Background: an optimization exercise with open tools, aiming at small area, a short achievable clock period and few clock cycles per item. Do not read the settings as production practice. Function was checked by simulation only, so behaviour that the tests miss may differ from the original. Power and IR drop assume default switching activity.

Setup of run 1:
## sys_matmul_stream
module sys_matmul_stream #(
  parameter int N      = 3,
  parameter int DW     = 8,
  parameter int ACC_W  = 2*DW + $clog2(N),
  parameter int SIGNED = 0
) (
  input  logic             CLK,
  input  logic             rst_n,
  input  logic             vld_in,
  output logic             rdy_in,
  input  logic [DW-1:0]    a,
  input  logic [DW-1:0]    b,
  input  logic             keep,
  output logic             vld_out,
  input  logic             rdy_out,
  output logic [ACC_W-1:0] c,
  output logic             last_out,
  output logic             busy,
  output logic [1:0]       dbg_state
);
For scale: roughly 1,800 cells after synthesis, about 580 flip-flops, ~22,000 um2 of cells after synthesis.
clock: 8.0 ns
lec_check: 0
abc_clock_period_in_ps: 2800
cap_margin: 20
core_margin: 2
core_utilization: 55
cts_cluster_diameter: 100
cts_cluster_size: 30
slew_margin: 20
setup_slack_margin: 5.3
buffer_ports_args: -buffer_cell sky130_fd_sc_hd__buf_2
standard.sh (not shown) runs the stock make flow with config.mk's settings and CLKGATE_MAP_FILE= SYNTH_SCRIPT=/design/flow/synth_recipe.tcl, a recipe that flattens the netlist after the stock synthesis.
==> flow/flow/run.sh <==
#!/bin/bash
set -euo pipefail
cat >> config.mk <<'CFG'
export SETUP_SLACK_MARGIN = 5.3
export BUFFER_PORTS_ARGS = -buffer_cell sky130_fd_sc_hd__buf_2
CFG
bash standard.sh > standard_run.log 2>&1
Testbench counts of run 1, summed over its fixed seeds: cycles 14,488, items 1,600.
#### Input delta (run 2 over run 1)
# run 1
export LEC_CHECK = 0
export ABC_CLOCK_PERIOD_IN_PS = 2800
export CAP_MARGIN = 20
export CORE_MARGIN = 2
export CORE_UTILIZATION = 55
export CTS_CLUSTER_DIAMETER = 100
export CTS_CLUSTER_SIZE = 30
export SLEW_MARGIN = 20
export SETUP_SLACK_MARGIN = 5.3
export BUFFER_PORTS_ARGS = -buffer_cell sky130_fd_sc_hd__buf_2
create_clock -name core_clock -period 8.0 [get_ports {CLK}]
# run 2
export LEC_CHECK = 0
export ABC_CLOCK_PERIOD_IN_PS = 2800
export CAP_MARGIN = 20
export CORE_MARGIN = 2
export CORE_UTILIZATION = 40
export SETUP_SLACK_MARGIN = 5
export SLEW_MARGIN = 20
create_clock -name core_clock -period 8.0 [get_ports {CLK}]
==> flow/run.sh (new file) <==
#!/bin/bash
# synth_recipe.tcl (not shown) runs the flow's synth.tcl, then flattens the netlist and writes it again
# the make line also repeats each setting of config.mk as NAME=value (left out here)
make -C /OpenROAD-flow-scripts/flow DESIGN_CONFIG=/design/flow/config.mk WORK_HOME=/design/flow/orfs CLKGATE_MAP_FILE= SYNTH_SCRIPT=/design/flow/synth_recipe.tcl finish
removed: flow/flow/run.sh
removed: flow/standard.sh
[summary]
The startpoint of the most critical setup path comes out X0[7]$_DFFE_PP_ in one run and X0[5]$_DFFE_PP_ in the other, namely in run 2 and run 1 respectively. Looking only at first-pass GRT wire length, and setting everything else aside, the higher value of run 2 and run 1 goes to run 2. Summary of run 2 over run 1: number of instances in the placed design shows an increase of 176; number of well taps up about 33%; post-cts sizing count went down about 40%; combinational fraction of design power shrank by 4.8 points; critical path depth barely changed.
Here is what was changed in the inputs of run 3 compared with run 2.
# run 2
export LEC_CHECK = 0
export ABC_CLOCK_PERIOD_IN_PS = 2800
export CAP_MARGIN = 20
export CORE_MARGIN = 2
export CORE_UTILIZATION = 40
export SETUP_SLACK_MARGIN = 5
export SLEW_MARGIN = 20
create_clock -name core_clock -period 8.0 [get_ports {CLK}]
# run 3
export LEC_CHECK = 0
export ABC_CLOCK_PERIOD_IN_PS = 2800
export CAP_MARGIN = 20
export CORE_MARGIN = 2
export CORE_UTILIZATION = 40
export CTS_CLUSTER_DIAMETER = 100
export CTS_CLUSTER_SIZE = 30
export SETUP_SLACK_MARGIN = 5
export SLEW_MARGIN = 20
create_clock -name core_clock -period 8.0 [get_ports {CLK}]
==> results.txt <==
- Summary of the comparison: routed metal-1 wirelength is lower in run 3, relative to run 2.
- Data arrival time at the worst-slack endpoint: higher on run 2
- Compared with run 2, run 3 shows a lower worst slew margin relative to its limit.
- The met1 demand-to-capacity share in global routing was comparable across run 2 and run 3.
- Compared with run 2, cell area in run 3 decreased by a few percent.
#### Input delta (run 4 over run 3)
# run 3
export LEC_CHECK = 0
export ABC_CLOCK_PERIOD_IN_PS = 2800
export CAP_MARGIN = 20
export CORE_MARGIN = 2
export CORE_UTILIZATION = 40
export CTS_CLUSTER_DIAMETER = 100
export CTS_CLUSTER_SIZE = 30
export SETUP_SLACK_MARGIN = 5
export SLEW_MARGIN = 20
create_clock -name core_clock -period 8.0 [get_ports {CLK}]
# run 4
export LEC_CHECK = 0
export ABC_CLOCK_PERIOD_IN_PS = 2800
export CAP_MARGIN = 20
export CORE_MARGIN = 2
export CORE_UTILIZATION = 40
export CTS_CLUSTER_DIAMETER = 60
export CTS_CLUSTER_SIZE = 30
export SETUP_SLACK_MARGIN = 5
export SLEW_MARGIN = 20
create_clock -name core_clock -period 8.0 [get_ports {CLK}]
--- outcome ---
- Die area came out exactly the same in run 3 and run 4.
- When run 4 is measured against run 3, its relative area of clock buffers and inverters in the final design turns out 2.9 points higher.
- In the reports for run 3 and run 4, the larger design area belongs to run 4.
- Comparing run 3 and run 4, the higher sequential share of layout area is on run 3.
- Looking at the reports, run 4 completed the entire flow and the layout it produced met the timing, design-rule and antenna checks.
Modified inputs, run 5 compared to run 4
# run 4
export LEC_CHECK = 0
export ABC_CLOCK_PERIOD_IN_PS = 2800
export CAP_MARGIN = 20
export CORE_MARGIN = 2
export CORE_UTILIZATION = 40
export CTS_CLUSTER_DIAMETER = 60
export CTS_CLUSTER_SIZE = 30
export SETUP_SLACK_MARGIN = 5
export SLEW_MARGIN = 20
create_clock -name core_clock -period 8.0 [get_ports {CLK}]
# run 5
export LEC_CHECK = 0
export ABC_CLOCK_PERIOD_IN_PS = 2800
export CAP_MARGIN = 20
export CORE_MARGIN = 2
export CORE_UTILIZATION = 55
export CTS_CLUSTER_DIAMETER = 100
export CTS_CLUSTER_SIZE = 30
export SLEW_MARGIN = 20
export SETUP_SLACK_MARGIN = 5.6
export BUFFER_PORTS_ARGS = -buffer_cell sky130_fd_sc_hd__buf_4
create_clock -name core_clock -period 8.0 [get_ports {CLK}]
==> flow/flow/run.sh (new file) <==
#!/bin/bash
set -euo pipefail
cat >> config.mk <<'CFG'
export SETUP_SLACK_MARGIN = 5.6
export BUFFER_PORTS_ARGS = -buffer_cell sky130_fd_sc_hd__buf_4
CFG
bash standard.sh > standard_run.log 2>&1
==> flow/standard.sh (new file) <==
#!/bin/bash
# synth_recipe.tcl (not shown) runs the flow's synth.tcl, then flattens the netlist and writes it again
# the make line also repeats each setting of config.mk as NAME=value (left out here)
make -C /OpenROAD-flow-scripts/flow DESIGN_CONFIG=/design/flow/config.mk WORK_HOME=/design/flow/orfs CLKGATE_MAP_FILE= SYNTH_SCRIPT=/design/flow/synth_recipe.tcl "${@:-finish}"
removed: flow/run.sh
Critical path buffer and inverter count: run 5 < run 4
Summary — number of clock buffers in the layout, run 5 relative to run 4: lower, by 15.
Run 5 ends up with a power density normalized to cell area that is 11% lower than in run 4.
The power consumed by combinational cells was comparable across run 4 and run 5.
Count of cell instances traversed by the critical path: run 5 vs run 4 down 1
Side by side, ratio of final minimum period to clock period turned out lower in run 5 than in run 4.
The inputs of run 6 differ from those of run 5 as listed below.
# run 5
export LEC_CHECK = 0
export ABC_CLOCK_PERIOD_IN_PS = 2800
export CAP_MARGIN = 20
export CORE_MARGIN = 2
export CORE_UTILIZATION = 55
export CTS_CLUSTER_DIAMETER = 100
export CTS_CLUSTER_SIZE = 30
export SLEW_MARGIN = 20
export SETUP_SLACK_MARGIN = 5.6
export BUFFER_PORTS_ARGS = -buffer_cell sky130_fd_sc_hd__buf_4
create_clock -name core_clock -period 8.0 [get_ports {CLK}]
# run 6
export LEC_CHECK = 0
export ABC_CLOCK_PERIOD_IN_PS = 2800
export CAP_MARGIN = 20
export CORE_MARGIN = 2
export CORE_UTILIZATION = 40
export CTS_CLUSTER_DIAMETER = 100
export CTS_CLUSTER_SIZE = 25
export SETUP_SLACK_MARGIN = 5
export SLEW_MARGIN = 20
create_clock -name core_clock -period 8.0 [get_ports {CLK}]
==> flow/run.sh (new file) <==
#!/bin/bash
# synth_recipe.tcl (not shown) runs the flow's synth.tcl, then flattens the netlist and writes it again
# the make line also repeats each setting of config.mk as NAME=value (left out here)
make -C /OpenROAD-flow-scripts/flow DESIGN_CONFIG=/design/flow/config.mk WORK_HOME=/design/flow/orfs CLKGATE_MAP_FILE= SYNTH_SCRIPT=/design/flow/synth_recipe.tcl finish
removed: flow/flow/run.sh
removed: flow/standard.sh
Between run 6 and run 5, the logic depth of the worst setup path including buffers is higher for run 6. The lower core area of run 6 and run 5 is in run 5. [compare] base=run 5 new=run 6: largest vdd supply drop lost 39%, filler cell count in the final layout picked up an extra 1,750, combinational group share of total power lost 0.8 points, routed wire length lost 930 um. Utilization: run 6 vs run 5 down 18 points. | setup slack | run 6 vs run 5 | worse |. Non-clock buffer count: higher on run 5.

port drivers added, routing unchanged:
Ports are ideal in the flow. The routed layouts listed here were re-timed in OpenROAD.
Step 1 (the two cells are an assumption about what drives the block):
set clk [get_ports {CLK}]
set_driving_cell -lib_cell sky130_fd_sc_hd__clkbuf_16 $clk
set_driving_cell -lib_cell sky130_fd_sc_hd__buf_2 [delete_from_list [all_inputs] $clk]
Step 2 times the ports against the registers' clock, not the clock port: input delays grow and output delays shrink by t, the midpoint of the rising clock arrivals with the driver on.
Slacks: ideal ports / drivers / drivers and shift; pairs: ideal ports / drivers.
| run | t, ns | setup slack, ns | worst register clock-pin slew, ns | worst slew at a driven data input, ns |
|---|---|---|---|---|
| run 1 | 0.621 | 5.115 / 5.115 / 4.769 | 0.11 / 0.11 | 0.03 |
| run 2 | 0.668 | 5.033 / 5.022 / 4.496 | 0.07 / 0.07 | 0.03 |
| run 3 | 0.631 | 5.043 / 5.043 / 4.522 | 0.11 / 0.11 | 0.03 |
| run 4 | 0.643 | 5.023 / 5.023 / 4.532 | 0.11 / 0.11 | 0.03 |
| run 5 | 0.632 | 5.091 / 5.091 / 4.812 | 0.12 / 0.12 | 0.03 |
| run 6 | 0.648 | 5.046 / 5.044 / 4.505 | 0.10 / 0.10 | 0.03 |
After both steps setup and hold are still met in every run listed. The setup slack of run 6, which loses most, moves by -0.002 ns with the drivers and by -0.541 ns with both steps.
